This is an optimization exercise on Yosys and OpenROAD, whose aim is small area, not a production implementation. In this exercise RTL edits were held to simulation tests only and were not proved equivalent to the original. No activity file was given, so power comes from the tool's default toggle rates. The clock port is modelled as an ideal driver; clocking choices that lean on that would not hold on a real chip.

// dmem_responder
module dmem_responder
#(
  parameter int DEPTH   = DEPTH_DEF,
  parameter int LATENCY = LATENCY_DEF
) (
  input  logic        clk,
  input  logic        rst_n,
  input  logic        req_valid,
  output logic        req_ready,
  input  logic        req_write,
  input  logic [31:0] req_addr,
  input  logic [31:0] req_wdata,
  output logic        rsp_valid,
  input  logic        rsp_ready,
  output logic [31:0] rsp_rdata,
  output logic        rsp_err
);
Size: roughly 43000 sq um of cells after synthesis.
clock: 8.0 ns
lec_check: 0
cap_margin: 20
core_margin: 2
core_utilization: 70
place_density: 0.75
slew_margin: 20
standard.sh (not shown) runs the stock make flow with config.mk's settings and CLKGATE_MAP_FILE= SYNTH_SCRIPT=/design/flow/synth_recipe.tcl, a recipe that flattens the netlist after the stock synthesis.
==> flow/flow/run.sh <==
#!/bin/bash
# Own layout flow: the standard layout (standard.sh) with two changes:
# the port buffers use the smallest buffer cell, and clock-tree synthesis
# inserts no dummy loads and uses larger sink clusters.
# Each tool's full output stays in orfs/logs/; make's own output goes to
# standard.log in this folder.
set -euo pipefail
export BUFFER_PORTS_ARGS="-buffer_cell sky130_fd_sc_hd__buf_1"
export CTS_ARGS="-sink_clustering_enable -repair_clock_nets -dont_use_dummy_load -sink_clustering_size 45 -sink_clustering_max_diameter 40"
bash standard.sh > standard.log 2>&1
The baseline passed the timing, DRC and antenna checks.
Rerun with:
==> flow/flow/run.sh (replaced) <==
#!/bin/bash
# Own layout flow: the standard layout (standard.sh) with two changes:
# the port buffers use the smallest buffer cell (buf_1), and clock-tree
# synthesis inserts no dummy loads and uses larger sink clusters.
# make's output goes to standard.log here; each ORFS step's full log is
# copied from orfs/logs/ into this folder as step_<name>.log.
set -uo pipefail
export BUFFER_PORTS_ARGS="-buffer_cell sky130_fd_sc_hd__buf_1"
export CTS_ARGS="-sink_clustering_enable -repair_clock_nets -dont_use_dummy_load -sink_clustering_size 37 -sink_clustering_max_diameter 90"
bash standard.sh > standard.log 2>&1
status=$?
for f in orfs/logs/*/*/*/*.log; do
  [[ -f "$f" ]] && cp "$f" "step_$(basename "$f")"
done
exit $status
Result: Worst hold slack gets worse by 0.010 ns. Final area drops by 4.0%. Global-route usage drops by 3.4 points. Setup slack stays flat. Wire length drops by 15%. Total power drops by 12%. Critical path depth does not change. First-iteration DRC count climbs by 0.44%. Via count drops by 5.8%. Synthesized area does not change. Sequential power hardly moves.
Rerun with:
==> flow/run.sh (new file) <==
#!/bin/bash
# synth_recipe.tcl (not shown) runs the flow's synth.tcl, then flattens the netlist and writes it again
# the make line also repeats each setting of config.mk as NAME=value (left out here)
make -C /OpenROAD-flow-scripts/flow DESIGN_CONFIG=/design/flow/config.mk WORK_HOME=/design/flow/orfs CLKGATE_MAP_FILE= SYNTH_SCRIPT=/design/flow/synth_recipe.tcl finish
Settings changed: ABC_AREA set to 1, CTS_CLUSTER_DIAMETER set to 80, CTS_CLUSTER_SIZE set to 35.
removed: flow/flow/run.sh
removed: flow/standard.sh
The new run ran to the end with no violations.
Via count rises by 9.5%.
Power rises by 2.1%.
Wire length rises by 22%.
Cell area rises by about 2.2%.
Critical path depth rises by 1.
Non-clock buffer count rises by 1.
Rerun with:
Settings changed: CORE_UTILIZATION 70 to 85, CTS_CLUSTER_DIAMETER 80 to 60, CTS_CLUSTER_SIZE 35 to 40, PLACE_DENSITY 0.75 to 0.9.
Effect:
- The changed run never finished: it broke off in detailed placement
- synthesized area is unchanged
- synthesized cell count is unchanged
Rerun with:
Settings changed: ABC_AREA 1 to not set, ABC_CLOCK_PERIOD_IN_PS set to 50000, CORE_UTILIZATION 85 to 70, CTS_CLUSTER_DIAMETER 60 to 80, CTS_CLUSTER_SIZE 40 to 35, PLACE_DENSITY 0.9 to 0.75.
The changed run finished clean.
Synthesized cell count went down by 6.6%.
Synthesized area went down by 0.56%.

* * *

== job 628 ==
dmem_responder again, from the RTL that the note above started with.
==> flow/design.v (excerpt) <==
module dmem_responder
#(
  parameter int DEPTH   = DEPTH_DEF,
  parameter int LATENCY = LATENCY_DEF
) (
  input  logic        clk,
  input  logic        rst_n,
  input  logic        req_valid,
  output logic        req_ready,
  input  logic        req_write,
  input  logic [31:0] req_addr,
  input  logic [31:0] req_wdata,
  output logic        rsp_valid,
  input  logic        rsp_ready,
  output logic [31:0] rsp_rdata,
  output logic        rsp_err
);
clock: 8.0 ns
lec_check: 0
cap_margin: 20
core_margin: 2
core_utilization: 70
place_density: 0.75
slew_margin: 20
==> flow/flow/run.sh <==
#!/bin/bash
# Own layout flow: the standard layout (standard.sh) with two changes:
# the port buffers use the smallest buffer cell, and clock-tree synthesis
# inserts no dummy loads and uses larger sink clusters.
# Each tool's full output stays in orfs/logs/; make's own output goes to
# standard.log in this folder.
set -euo pipefail
export BUFFER_PORTS_ARGS="-buffer_cell sky130_fd_sc_hd__buf_1"
export CTS_ARGS="-sink_clustering_enable -repair_clock_nets -dont_use_dummy_load -sink_clustering_size 35 -sink_clustering_max_diameter 80"
bash standard.sh > standard.log 2>&1
Setup changes, job 628 to job 6477
Settings: setting CTS_CLUSTER_DIAMETER to 100 for the first time; setting CTS_CLUSTER_SIZE to 30 for the first time.
==> flow/run.sh (new file) <==
#!/bin/bash
# synth_recipe.tcl (not shown) runs the flow's synth.tcl, then flattens the netlist and writes it again
# the make line also repeats each setting of config.mk as NAME=value (left out here)
make -C /OpenROAD-flow-scripts/flow DESIGN_CONFIG=/design/flow/config.mk WORK_HOME=/design/flow/orfs CLKGATE_MAP_FILE= SYNTH_SCRIPT=/design/flow/synth_recipe.tcl finish
removed: flow/flow/run.sh
removed: flow/standard.sh
## What came out
Diff job 628 -> job 6477: maximum resistive drop on vdd picked up an extra about 8%; worst hold slack picked up an extra 0.013 ns; largest net degree at the start of global routing lost 1.
Edits applied to the flow inputs when going from job 6477 to job 6849:
Settings: a deleted CTS_CLUSTER_DIAMETER that had been 100; a deleted CTS_CLUSTER_SIZE that had been 30.
==> flow/flow/run.sh (new file) <==
#!/bin/bash
# Own layout flow: the standard layout (standard.sh) with two changes:
# the port buffers use the smallest buffer cell, and clock-tree synthesis
# inserts no dummy loads and uses larger sink clusters.
# Each tool's full output stays in orfs/logs/; make's own output goes to
# standard.log in this folder.
set -euo pipefail
export BUFFER_PORTS_ARGS="-buffer_cell sky130_fd_sc_hd__buf_1"
export CTS_ARGS="-sink_clustering_enable -repair_clock_nets -dont_use_dummy_load -sink_clustering_size 40 -sink_clustering_max_diameter 50"
bash standard.sh > standard.log 2>&1
==> flow/standard.sh (new file) <==
#!/bin/bash
# synth_recipe.tcl (not shown) runs the flow's synth.tcl, then flattens the netlist and writes it again
# the make line also repeats each setting of config.mk as NAME=value (left out here)
make -C /OpenROAD-flow-scripts/flow DESIGN_CONFIG=/design/flow/config.mk WORK_HOME=/design/flow/orfs CLKGATE_MAP_FILE= SYNTH_SCRIPT=/design/flow/synth_recipe.tcl "${@:-finish}"
removed: flow/run.sh
## What came out
Sequential power: job 6849 vs job 6477 — no meaningful difference. Final critical delay including setup and external delays ends up higher on job 6477. Looking at total global routing track utilization, job 6849 sits 0.65 points above job 6477. In the tables for job 6477 and job 6849, routed wire length reads lower with job 6477. The final reports for job 6849 and job 6477 show share of total power in combinational logic lower in the former. The clock insertion delay at the later pin of the skew report reported for job 6849 is greater than that of job 6477 by 0.05 ns. Count of clock-buffer cells in the layout of job 6849 exceeds that of job 6477 by more than 10%. Clock transition at the registers of the reported paths delta (job 6477 -> job 6849): insignificant. Post-route worst setup slack: job 6849 > job 6477.

## afterwards: timing with drivers on the ports
The flow's constraints put no driver on any port. The routed layouts listed below were extracted and timed again, unchanged, in two steps. Step 1 assumes that a clkbuf_16 drives the clock port and a buf_2 every other input. Step 2 times the ports against the registers' clock, not the clock port: input delays grow and output delays shrink by t, the midpoint of the rising clock arrivals with the driver on. Three values: ideal, step 1, step 2; two values: the first two.
run | t, ns | setup WS [ns] | hold slack, ns | worst setup path after step 2 | latest minus earliest clock arrival (ns)
the first run of note 1 | 0.748 | 3.664 / 3.643 / 3.643 | 0.290 / 0.290 / 0.290 | input to output | 0.053 / 0.053
the second run of note 1 | 0.664 | 3.666 / 3.645 / 3.645 | 0.279 / 0.279 / 0.279 | input to output | 0.067 / 0.067
the third run of note 1 | 0.697 | 3.122 / 3.100 / 2.969 | 0.327 / 0.327 / 0.327 | input to register | 0.031 / 0.030
the fifth run of note 1 | 0.688 | 2.822 / 2.800 / 2.800 | 0.327 / 0.327 / 0.327 | input to output | 0.023 / 0.023
job 628 | 0.680 | 3.658 / 3.638 / 3.638 | 0.311 / 0.311 / 0.311 | input to output | 0.034 / 0.034
job 6477 | 0.692 | 2.827 / 2.805 / 2.805 | 0.324 / 0.324 / 0.324 | input to output | 0.024 / 0.024
job 6849 | 0.700 | 3.668 / 3.646 / 3.646 | 0.252 / 0.252 / 0.252 | input to output | 0.083 / 0.084
After both steps every run listed still meets setup and hold. For the third run of note 1, which loses most, drivers alone change the setup slack by -0.022 ns; drivers and shift together by -0.153 ns.
